Background: an optimization exercise with open tools, aiming at a short achievable clock period and few clock cycles. Do not read the settings as production practice.
Function was checked by simulation only, so behaviour that the tests miss may differ from the original.

==> inputs of 02-14 <==
// blocking_sa_cache
module blocking_sa_cache #(
  parameter int addr_width_p          = 32,
  parameter int data_width_p          = 32,
  parameter int block_size_in_words_p = 4,
  parameter int sets_p                = 4,
  parameter int ways_p                = 2
) (
  input  logic                                   clk,
  input  logic                                   reset,
  input  logic [2+addr_width_p+data_width_p-1:0] cache_pkt_i,
  input  logic                                   v_i,
  output logic                                   ready_o,
  output logic [data_width_p-1:0]                data_o,
  output logic                                   v_o,
  input  logic                                   yumi_i,
  output logic [addr_width_p:0]                  dma_pkt_o,
  output logic                                   dma_pkt_v_o,
  input  logic                                   dma_pkt_yumi_i,
  input  logic [data_width_p-1:0]                dma_data_i,
  input  logic                                   dma_data_v_i,
  output logic                                   dma_data_ready_o,
  output logic [data_width_p-1:0]                dma_data_o,
  output logic                                   dma_data_v_o,
  input  logic                                   dma_data_yumi_i,
  output logic                                   v_we_o
);
export LEC_CHECK = 0
export ABC_CLOCK_PERIOD_IN_PS = 3000
export CAP_MARGIN = 40
export CORE_MARGIN = 2
export CORE_UTILIZATION = 30
export PLACE_DENSITY_LB_ADDON = 0.1
export SETUP_SLACK_MARGIN = 4.0
export SLEW_MARGIN = 40
export TNS_END_PERCENT = 100
create_clock -name core_clock -period 7.0 [get_ports {clk}]
run.sh (not shown) runs the stock make flow with config.mk's settings and CLKGATE_MAP_FILE= SYNTH_SCRIPT=/design/flow/synth_recipe.tcl, a recipe that flattens the netlist after the stock synthesis.
==> 09-03 (differences from 02-14) <==
--- a/flow/design.v
+++ b/flow/design.v
@@ -47,19 +47,14 @@
   logic [sets_p-1:0][ways_p-1:0] valid_bits;
   logic [sets_p-1:0][ways_p-1:0] dirty_bits;
   logic [sets_p-1:0]             victim_cnt;
   logic [lines_p-1:0]            line_pend;             
   logic [id_w-1:0]               line_pid [lines_p];    
   logic [id_w-1:0]               id_ctr;
-  logic [lines_p-1:0]            line_act;              
   logic [data_width_p-1:0]       data_mem [lines_p * words_p];
   logic                          s_v, s_m0, s_m1;
-  logic                          s_lx;             
-  logic [data_width_p-1:0]       s_rd;             
-  logic                          s_vic;            
-  logic [lines_p*words_p-1:0]    s_we;             
   logic [1:0]                    s_op;
   logic [addr_width_p-1:0]       s_addr;
   logic [data_width_p-1:0]       s_data;
   logic                          ready_r;
   logic [qd_p-1:0]               q_v;
   logic [1:0]                    q_op   [qd_p];
@@ -114,18 +109,19 @@
   logic [id_w-1:0]                   set_pid [ways_p];
   always_comb begin
     m0      = s_m0;
     m1      = s_m1;
     hit     = m0 || m1;
     hit_way = !m0;
-    vic_way = s_vic;
+    vic_way = !valid_bits[s_idx][0] ? 1'b0 :
+              !valid_bits[s_idx][1] ? 1'b1 : victim_cnt[s_idx];
     vic_wb  = valid_bits[s_idx][vic_way] && dirty_bits[s_idx][vic_way];
     for (int l = 0; l < lines_p; l++)
       for (int k = 0; k < words_p; k++)
         line_wait[l][k] = line_pend[l] &&
-          !(line_act[l] && (a_arrived[k] || (fill_wr && a_cnt == blk_w'(k))));
+          !((a_id == line_pid[l]) && (a_arrived[k] || (fill_wr && a_cnt == blk_w'(k))));
     for (int w = 0; w < ways_p; w++) begin
       set_wait[w] = line_wait[{s_idx, 1'(w)}][s_word];
       set_pid[w]  = line_pid[{s_idx, 1'(w)}];
     end
   end
   assign is_mem   = (s_op == OP_LW) || (s_op == OP_SW);
@@ -138,15 +134,25 @@
   end
   logic [1:0] in_op;
   logic       in_retag;
   assign in_op    = cache_pkt_i[pkt_w-1 -: 2];
   assign in_retag = (in_op == OP_TAGST) ||
                     (!in_op[1] && !line_eq[in_idx][0] && !line_eq[in_idx][1]);
-  logic [lines_p-1:0] busy_n;
+  logic [lines_p-1:0] line_busy, busy_n;
+  logic [ways_p-1:0]  set_busy;
   logic               lx;                           
-  assign lx = s_lx;
+  logic [data_width_p-1:0] rd_way [ways_p];
+  logic [data_width_p-1:0] s_rd;
+  always_comb begin
+    for (int w = 0; w < ways_p; w++) begin
+      set_busy[w] = line_busy[{s_idx, 1'(w)}];
+      rd_way[w]   = data_mem[{s_idx, 1'(w), s_word}];
+    end
+    lx   = is_mem && hit && !(m0 ? set_busy[0] : set_busy[1]);
+    s_rd = m0 ? rd_way[0] : rd_way[1];
+  end
   logic                    new_w, new_x;
   logic [id_w-1:0]         new_id;
   logic [data_width_p-1:0] new_data;
   always_comb begin
     new_w    = is_mem && (!hit || (m0 ? set_wait[0] : set_wait[1]));
     new_x    = is_mem && !lx;
@@ -155,37 +161,12 @@
     for (int l = 0; l < lines_p; l++) begin
       busy_n[l] = line_pend[l] || (s_v && new_x && use_line == line_w'(l));
       for (int i = 0; i < qd_p; i++)
         if (q_v[i] && q_x[i] && q_line[i] == line_w'(l)) busy_n[l] = 1'b1;
     end
   end
-  logic [lines_p*words_p-1:0] in_we;
-  logic [blk_w-1:0]           in_word;
-  logic                       in_m0, in_wx;
-  assign in_word = cache_pkt_i[data_width_p+off_w +: blk_w];
-  always_comb begin
-    in_m0 = line_eq[in_idx][0];
-    in_wx = in_m0 ? !busy_n[{in_idx, 1'b0}]
-                  : line_eq[in_idx][1] && !busy_n[{in_idx, 1'b1}];
-    for (int k = 0; k < lines_p * words_p; k++)
-      in_we[k] = (in_op == OP_SW) && in_wx &&
-                 (in_idx == k[blk_w+way_w +: idx_w]) && (k[blk_w] == !in_m0) &&
-                 (in_word == k[blk_w-1:0]);
-  end
-  logic [data_width_p-1:0] in_rd_way [ways_p];
-  logic [data_width_p-1:0] in_rd;
-  logic                    in_fwd;
-  always_comb begin
-    for (int w = 0; w < ways_p; w++) in_rd_way[w] = data_mem[{in_idx, 1'(w), in_word}];
-    in_fwd = 1'b0;
-    for (int k = 0; k < lines_p * words_p; k++)
-      if (s_we[k] && (in_idx == k[blk_w+way_w +: idx_w]) && (k[blk_w] == !in_m0) &&
-          (in_word == k[blk_w-1:0]))
-        in_fwd = 1'b1;
-    in_rd = (s_v && in_fwd) ? s_data : (in_m0 ? in_rd_way[0] : in_rd_way[1]);
-  end
   assign fill_wr   = (e_state == E_FILL_DATA) && dma_data_v_i;
   assign fill_last = fill_wr && (a_cnt == blk_w'(last_w));
   logic fill_sw;    
   assign fill_sw = q_v[0] && q_w[0] && (q_op[0] == OP_SW) && (a_id == q_id[0]) && (a_cnt == q_word[0]);
   logic head_ok, head_go, move;
   logic [qd_p-1:0] q_arr;    
@@ -239,12 +220,13 @@
     if (reset) begin
       s_v        <= 1'b0;
       valid_bits <= '0;
       dirty_bits <= '0;
       victim_cnt <= '0;
       line_pend  <= '0;
+      line_busy  <= '0;
       id_ctr     <= '0;
       q_v        <= '0;
       q_cnt      <= '0;
       ready_r    <= 1'b1;
       o_v        <= 1'b0;
       o_vsw      <= 1'b0;
@@ -259,34 +241,29 @@
       rd_rdy_r   <= 1'b0;
     end else begin
       s_v <= accept;
       ready_r <= (q_cnt_n + qc_w'(accept) < qc_w'(qd_p)) &&
                  (p_cnt_n + pc_w'(accept) < pc_w'(pd_p)) && !(accept && in_retag);
       q_cnt   <= q_cnt_n;
+      line_busy <= busy_n;
       p_cnt   <= p_cnt_n;
       if (start) hz_ok <= p_v[1] ? !hazard1[move] : (push && !hazard_new[move]);
       else       hz_ok <= p_v[0] ? !hazard0[move] : (push && !hazard_new[move]);
-      for (int st = 0; st < sets_p; st++) begin
-        if (s_v && s_idx == idx_w'(st)) begin
-          for (int w = 0; w < ways_p; w++) begin
-            if (s_op == OP_TAGST) begin
-              if (s_way_tagst == 1'(w)) begin
-                valid_bits[st][w] <= s_data[0];
-                dirty_bits[st][w] <= 1'b0;
-              end
-            end else if (is_mem && hit) begin
-              if (s_op == OP_SW && hit_way == 1'(w)) dirty_bits[st][w] <= 1'b1;
-            end else if (is_mem && vic_way == 1'(w)) begin
-              valid_bits[st][w] <= 1'b1;
-              dirty_bits[st][w] <= (s_op == OP_SW);
-            end
-          end
-          if (is_miss) victim_cnt[st] <= ~victim_cnt[st];
+      if (s_v) begin
+        if (s_op == OP_TAGST) begin
+          valid_bits[s_idx][s_way_tagst] <= s_data[0];
+          dirty_bits[s_idx][s_way_tagst] <= 1'b0;
+        end else if (is_mem && hit) begin
+          if (s_op == OP_SW) dirty_bits[s_idx][hit_way] <= 1'b1;
+        end else if (is_miss) begin
+          valid_bits[s_idx][vic_way] <= 1'b1;
+          dirty_bits[s_idx][vic_way] <= (s_op == OP_SW);
+          victim_cnt[s_idx]          <= ~victim_cnt[s_idx];
+          id_ctr                     <= id_ctr + id_w'(1);
         end
       end
-      if (is_miss) id_ctr <= id_ctr + id_w'(1);
       for (int i = 0; i < qd_p; i++)
         q_v[i] <= move ? ((s_v && q_at[i+1]) || ((i < qd_p - 1) && q_v[(i+1) % qd_p]))
                        : ((s_v && q_at[i]) || q_v[i]);
       if (move) begin
         o_v   <= 1'b1;
         o_vsw <= (q_op[0] == OP_SW);
@@ -336,32 +313,24 @@
       endcase
       if (start) begin
         e_state   <= E_PKT;
         pkt_v_r   <= 1'b1;
         a_arrived <= '0;
       end
-      if (fill_last && line_act[a_line]) line_pend[a_line] <= 1'b0;
+      if (fill_last && line_pid[a_line] == a_id) line_pend[a_line] <= 1'b0;
       if (is_miss) line_pend[use_line] <= 1'b1;
     end
   end
   always_ff @(posedge clk) begin
     if (accept) begin
       s_op   <= cache_pkt_i[pkt_w-1 -: 2];
       s_addr <= cache_pkt_i[data_width_p +: addr_width_p];
       s_data <= cache_pkt_i[data_width_p-1:0];
       s_m0   <= line_eq[in_idx][0];
       s_m1   <= line_eq[in_idx][1];
-      s_we   <= in_we;
-      s_lx   <= !in_op[1] && in_wx;
-      s_rd   <= in_rd;
-      s_vic  <= !valid_bits[in_idx][0] ? 1'b0 :
-                !valid_bits[in_idx][1] ? 1'b1 : victim_cnt[in_idx];
     end
-    for (int l = 0; l < lines_p; l++)
-      line_act[l] <= ((is_miss && use_line == line_w'(l)) ? id_ctr : line_pid[l]) ==
-                     (start ? p_id[0] : a_id);
     if (s_v) begin
       if (s_op == OP_TAGST) tag_mem[s_idx][s_way_tagst] <= s_tag;
       else if (is_miss) begin
         tag_mem[s_idx][vic_way] <= s_tag;
         line_pid[use_line]      <= id_ctr;
       end
@@ -427,10 +396,9 @@
     end
     if (e_state == E_PKT && dma_pkt_yumi_i) wd_r <= data_mem[{a_line, blk_w'(0)}];
     else if (e_state == E_WB_DATA && dma_data_yumi_i)
       wd_r <= data_mem[{a_line, a_cnt + blk_w'(1)}];
     if (fill_wr) data_mem[{a_line, a_cnt}] <= fill_sw ? q_data[0] : dma_data_i;
     if (head_go && q_op[0] == OP_SW) data_mem[{q_line[0], q_word[0]}] <= q_data[0];
-    for (int k = 0; k < lines_p * words_p; k++)
-      if (s_v && s_we[k]) data_mem[k] <= s_data;
+    if (s_v && lx && s_op == OP_SW)  data_mem[{s_idx, !s_m0, s_word}]  <= s_data;
   end
 endmodule
- PLACE_DENSITY_LB_ADDON: 0.1 -> unset
- SETUP_SLACK_MARGIN: 4.0 -> 4.3
==> 12-04 (differences from 02-14) <==
--- a/flow/design.v
+++ b/flow/design.v
@@ -51,13 +51,13 @@
   logic [id_w-1:0]               line_pid [lines_p];    
   logic [id_w-1:0]               id_ctr;
   logic [lines_p-1:0]            line_act;              
   logic [data_width_p-1:0]       data_mem [lines_p * words_p];
   logic                          s_v, s_m0, s_m1;
   logic                          s_lx;             
-  logic [data_width_p-1:0]       s_rd;             
+  logic [data_width_p-1:0]       s_rd [ways_p];    
   logic                          s_vic;            
   logic [lines_p*words_p-1:0]    s_we;             
   logic [1:0]                    s_op;
   logic [addr_width_p-1:0]       s_addr;
   logic [data_width_p-1:0]       s_data;
   logic                          ready_r;
@@ -148,13 +148,13 @@
   logic [id_w-1:0]         new_id;
   logic [data_width_p-1:0] new_data;
   always_comb begin
     new_w    = is_mem && (!hit || (m0 ? set_wait[0] : set_wait[1]));
     new_x    = is_mem && !lx;
     new_id   = !hit ? id_ctr : (m0 ? set_pid[0] : set_pid[1]);
-    new_data = (lx && s_op == OP_LW) ? s_rd : s_data;
+    new_data = (lx && s_op == OP_LW) ? (m0 ? s_rd[0] : s_rd[1]) : s_data;
     for (int l = 0; l < lines_p; l++) begin
       busy_n[l] = line_pend[l] || (s_v && new_x && use_line == line_w'(l));
       for (int i = 0; i < qd_p; i++)
         if (q_v[i] && q_x[i] && q_line[i] == line_w'(l)) busy_n[l] = 1'b1;
     end
   end
@@ -168,35 +168,31 @@
                   : line_eq[in_idx][1] && !busy_n[{in_idx, 1'b1}];
     for (int k = 0; k < lines_p * words_p; k++)
       in_we[k] = (in_op == OP_SW) && in_wx &&
                  (in_idx == k[blk_w+way_w +: idx_w]) && (k[blk_w] == !in_m0) &&
                  (in_word == k[blk_w-1:0]);
   end
-  logic [data_width_p-1:0] in_rd_way [ways_p];
-  logic [data_width_p-1:0] in_rd;
-  logic                    in_fwd;
+  logic [data_width_p-1:0] in_rd [ways_p];
   always_comb begin
-    for (int w = 0; w < ways_p; w++) in_rd_way[w] = data_mem[{in_idx, 1'(w), in_word}];
-    in_fwd = 1'b0;
-    for (int k = 0; k < lines_p * words_p; k++)
-      if (s_we[k] && (in_idx == k[blk_w+way_w +: idx_w]) && (k[blk_w] == !in_m0) &&
-          (in_word == k[blk_w-1:0]))
-        in_fwd = 1'b1;
-    in_rd = (s_v && in_fwd) ? s_data : (in_m0 ? in_rd_way[0] : in_rd_way[1]);
+    for (int w = 0; w < ways_p; w++) begin
+      in_rd[w] = data_mem[{in_idx, 1'(w), in_word}];
+      for (int k = 0; k < lines_p * words_p; k++)
+        if (s_v && s_we[k] && (in_idx == k[blk_w+way_w +: idx_w]) && (k[blk_w] == 1'(w)) &&
+            (in_word == k[blk_w-1:0]))
+          in_rd[w] = s_data;
+    end
   end
   assign fill_wr   = (e_state == E_FILL_DATA) && dma_data_v_i;
   assign fill_last = fill_wr && (a_cnt == blk_w'(last_w));
-  logic fill_sw;    
-  assign fill_sw = q_v[0] && q_w[0] && (q_op[0] == OP_SW) && (a_id == q_id[0]) && (a_cnt == q_word[0]);
   logic head_ok, head_go, move;
   logic [qd_p-1:0] q_arr;    
   always_comb begin
     for (int i = 0; i < qd_p; i++)
       q_arr[i] = fill_wr && q_w[i] && (a_id == q_id[i]) && (a_cnt == q_word[i]);
   end
-  assign head_ok = !q_w[0] || q_arr[0];
+  assign head_ok = !q_w[0] || (q_arr[0] && q_op[0] != OP_SW);
   assign head_go = q_v[0] && q_x[0] && !q_w[0];           
   assign move    = q_v[0] && head_ok && (!o_v || yumi_i);  
   assign v_o     = o_v;
   assign data_o  = o_data;
   assign v_we_o  = o_vsw && yumi_i;
   assign ready_o = ready_r;
@@ -349,13 +345,13 @@
       s_addr <= cache_pkt_i[data_width_p +: addr_width_p];
       s_data <= cache_pkt_i[data_width_p-1:0];
       s_m0   <= line_eq[in_idx][0];
       s_m1   <= line_eq[in_idx][1];
       s_we   <= in_we;
       s_lx   <= !in_op[1] && in_wx;
-      s_rd   <= in_rd;
+      for (int w = 0; w < ways_p; w++) s_rd[w] <= in_rd[w];
       s_vic  <= !valid_bits[in_idx][0] ? 1'b0 :
                 !valid_bits[in_idx][1] ? 1'b1 : victim_cnt[in_idx];
     end
     for (int l = 0; l < lines_p; l++)
       line_act[l] <= ((is_miss && use_line == line_w'(l)) ? id_ctr : line_pid[l]) ==
                      (start ? p_id[0] : a_id);
@@ -425,12 +421,12 @@
     end else if (e_state == E_WB_DATA && dma_data_yumi_i && a_cnt == blk_w'(last_w)) begin
       pkt_r  <= {1'b0, a_addr, {(blk_w+off_w){1'b0}}};
     end
     if (e_state == E_PKT && dma_pkt_yumi_i) wd_r <= data_mem[{a_line, blk_w'(0)}];
     else if (e_state == E_WB_DATA && dma_data_yumi_i)
       wd_r <= data_mem[{a_line, a_cnt + blk_w'(1)}];
-    if (fill_wr) data_mem[{a_line, a_cnt}] <= fill_sw ? q_data[0] : dma_data_i;
+    if (fill_wr) data_mem[{a_line, a_cnt}] <= dma_data_i;
     if (head_go && q_op[0] == OP_SW) data_mem[{q_line[0], q_word[0]}] <= q_data[0];
     for (int k = 0; k < lines_p * words_p; k++)
       if (s_v && s_we[k]) data_mem[k] <= s_data;
   end
 endmodule
- SETUP_SLACK_MARGIN: 4.0 -> 4.2
==> 09-23 (differences from 02-14) <==
--- a/flow/design.v
+++ b/flow/design.v
@@ -47,18 +47,16 @@
   logic [sets_p-1:0][ways_p-1:0] valid_bits;
   logic [sets_p-1:0][ways_p-1:0] dirty_bits;
   logic [sets_p-1:0]             victim_cnt;
   logic [lines_p-1:0]            line_pend;             
   logic [id_w-1:0]               line_pid [lines_p];    
   logic [id_w-1:0]               id_ctr;
-  logic [lines_p-1:0]            line_act;              
   logic [data_width_p-1:0]       data_mem [lines_p * words_p];
   logic                          s_v, s_m0, s_m1;
   logic                          s_lx;             
   logic [data_width_p-1:0]       s_rd;             
-  logic                          s_vic;            
   logic [lines_p*words_p-1:0]    s_we;             
   logic [1:0]                    s_op;
   logic [addr_width_p-1:0]       s_addr;
   logic [data_width_p-1:0]       s_data;
   logic                          ready_r;
   logic [qd_p-1:0]               q_v;
@@ -114,18 +112,19 @@
   logic [id_w-1:0]                   set_pid [ways_p];
   always_comb begin
     m0      = s_m0;
     m1      = s_m1;
     hit     = m0 || m1;
     hit_way = !m0;
-    vic_way = s_vic;
+    vic_way = !valid_bits[s_idx][0] ? 1'b0 :
+              !valid_bits[s_idx][1] ? 1'b1 : victim_cnt[s_idx];
     vic_wb  = valid_bits[s_idx][vic_way] && dirty_bits[s_idx][vic_way];
     for (int l = 0; l < lines_p; l++)
       for (int k = 0; k < words_p; k++)
         line_wait[l][k] = line_pend[l] &&
-          !(line_act[l] && (a_arrived[k] || (fill_wr && a_cnt == blk_w'(k))));
+          !((a_id == line_pid[l]) && (a_arrived[k] || (fill_wr && a_cnt == blk_w'(k))));
     for (int w = 0; w < ways_p; w++) begin
       set_wait[w] = line_wait[{s_idx, 1'(w)}][s_word];
       set_pid[w]  = line_pid[{s_idx, 1'(w)}];
     end
   end
   assign is_mem   = (s_op == OP_LW) || (s_op == OP_SW);
@@ -262,31 +261,25 @@
       ready_r <= (q_cnt_n + qc_w'(accept) < qc_w'(qd_p)) &&
                  (p_cnt_n + pc_w'(accept) < pc_w'(pd_p)) && !(accept && in_retag);
       q_cnt   <= q_cnt_n;
       p_cnt   <= p_cnt_n;
       if (start) hz_ok <= p_v[1] ? !hazard1[move] : (push && !hazard_new[move]);
       else       hz_ok <= p_v[0] ? !hazard0[move] : (push && !hazard_new[move]);
-      for (int st = 0; st < sets_p; st++) begin
-        if (s_v && s_idx == idx_w'(st)) begin
-          for (int w = 0; w < ways_p; w++) begin
-            if (s_op == OP_TAGST) begin
-              if (s_way_tagst == 1'(w)) begin
-                valid_bits[st][w] <= s_data[0];
-                dirty_bits[st][w] <= 1'b0;
-              end
-            end else if (is_mem && hit) begin
-              if (s_op == OP_SW && hit_way == 1'(w)) dirty_bits[st][w] <= 1'b1;
-            end else if (is_mem && vic_way == 1'(w)) begin
-              valid_bits[st][w] <= 1'b1;
-              dirty_bits[st][w] <= (s_op == OP_SW);
-            end
-          end
-          if (is_miss) victim_cnt[st] <= ~victim_cnt[st];
+      if (s_v) begin
+        if (s_op == OP_TAGST) begin
+          valid_bits[s_idx][s_way_tagst] <= s_data[0];
+          dirty_bits[s_idx][s_way_tagst] <= 1'b0;
+        end else if (is_mem && hit) begin
+          if (s_op == OP_SW) dirty_bits[s_idx][hit_way] <= 1'b1;
+        end else if (is_miss) begin
+          valid_bits[s_idx][vic_way] <= 1'b1;
+          dirty_bits[s_idx][vic_way] <= (s_op == OP_SW);
+          victim_cnt[s_idx]          <= ~victim_cnt[s_idx];
+          id_ctr                     <= id_ctr + id_w'(1);
         end
       end
-      if (is_miss) id_ctr <= id_ctr + id_w'(1);
       for (int i = 0; i < qd_p; i++)
         q_v[i] <= move ? ((s_v && q_at[i+1]) || ((i < qd_p - 1) && q_v[(i+1) % qd_p]))
                        : ((s_v && q_at[i]) || q_v[i]);
       if (move) begin
         o_v   <= 1'b1;
         o_vsw <= (q_op[0] == OP_SW);
@@ -336,13 +329,13 @@
       endcase
       if (start) begin
         e_state   <= E_PKT;
         pkt_v_r   <= 1'b1;
         a_arrived <= '0;
       end
-      if (fill_last && line_act[a_line]) line_pend[a_line] <= 1'b0;
+      if (fill_last && line_pid[a_line] == a_id) line_pend[a_line] <= 1'b0;
       if (is_miss) line_pend[use_line] <= 1'b1;
     end
   end
   always_ff @(posedge clk) begin
     if (accept) begin
       s_op   <= cache_pkt_i[pkt_w-1 -: 2];
@@ -350,18 +343,13 @@
       s_data <= cache_pkt_i[data_width_p-1:0];
       s_m0   <= line_eq[in_idx][0];
       s_m1   <= line_eq[in_idx][1];
       s_we   <= in_we;
       s_lx   <= !in_op[1] && in_wx;
       s_rd   <= in_rd;
-      s_vic  <= !valid_bits[in_idx][0] ? 1'b0 :
-                !valid_bits[in_idx][1] ? 1'b1 : victim_cnt[in_idx];
     end
-    for (int l = 0; l < lines_p; l++)
-      line_act[l] <= ((is_miss && use_line == line_w'(l)) ? id_ctr : line_pid[l]) ==
-                     (start ? p_id[0] : a_id);
     if (s_v) begin
       if (s_op == OP_TAGST) tag_mem[s_idx][s_way_tagst] <= s_tag;
       else if (is_miss) begin
         tag_mem[s_idx][vic_way] <= s_tag;
         line_pid[use_line]      <= id_ctr;
       end
- CORE_UTILIZATION: 30 -> 33
- SETUP_SLACK_MARGIN: 4.0 -> 4.1
==> comparison table <==
	12-04	09-23	09-03	02-14
Share of the synthesized area in the top cell type	36.86%	36.62%	35.17%	36.52%
Run status	no timing/DRC/antenna violations	no timing/DRC/antenna violations	did not finish	no timing/DRC/antenna violations
Stage where the flow stopped	-	-	global routing	-
Post-CTS resize count	1,643	3,220	3,953	1,006
Endpoint class of the critical path	primary output	register	-	register
Routability congestion estimate from global placement	0.9040	0.9106	0.9438	0.9290
Area occupied by registers	69,770 um^2	68,650 um^2	-	68,770 um^2
FF-to-FF setup slack	3.90 ns	3.55 ns	-	3.40 ns
Logic depth of the worst register-to-register path	8	12	-	12
Count of multi-input gates	10,130	10,100	-	10,170
Final layout net count	14,860	14,600	-	14,260
Clk cell area share	5.481%	5.157%	-	5.853%
Signal buffers	1,603	1,413	-	1,033
Buf/Inv on CP	1	1	-	6
Clock tree buffer count of the final layout	468	448	-	466
Filler Cell Count	47,080	40,620	-	47,900
Utilization after layout	39.01%	43.78%	-	35.97%
Post-detailed-placement cell area	158,000 um^2	157,600 um^2	158,300 um^2	158,200 um^2
Testbench counts of 02-14, summed over its fixed seeds: cycles 15,886.
Testbench counts of 09-03, summed over its fixed seeds: cycles 15,886.
Testbench counts of 12-04, summed over its fixed seeds: cycles 15,912.
Testbench counts of 09-23, summed over its fixed seeds: cycles 15,886.

## afterwards: timing with drivers on the ports
The results above use ideal ports. As a check the final layouts listed here were re-extracted and re-timed, cells and wires unchanged.
Step 1: set_driving_cell puts a clkbuf_16 on clk and a buf_2 on each other input, an assumption about the parent block.
Step 2, shift: input delay + t, output delay - t, t = (earliest + latest rising clock arrival at the registers) / 2. This alone moves slack from input paths to output paths.
Three values: ideal ports, drivers, drivers and shift; two values: the first two.
| run | t, ns | slack for setup (ns) | cell pins on the clock port's net |
|---|---|---|---|
| 02-14 | 1.121 | 3.301 / 3.278 / 2.157 | 1 |
| 12-04 | 1.124 | 3.687 / 3.568 / 2.555 | 1 |
| 09-23 | 1.089 | 3.550 / 3.317 / 2.229 | 1 |
After both steps setup and hold are still met in every run listed. The setup slack of 09-23, which loses most, moves by -0.233 ns with the drivers and by -1.321 ns with both steps.
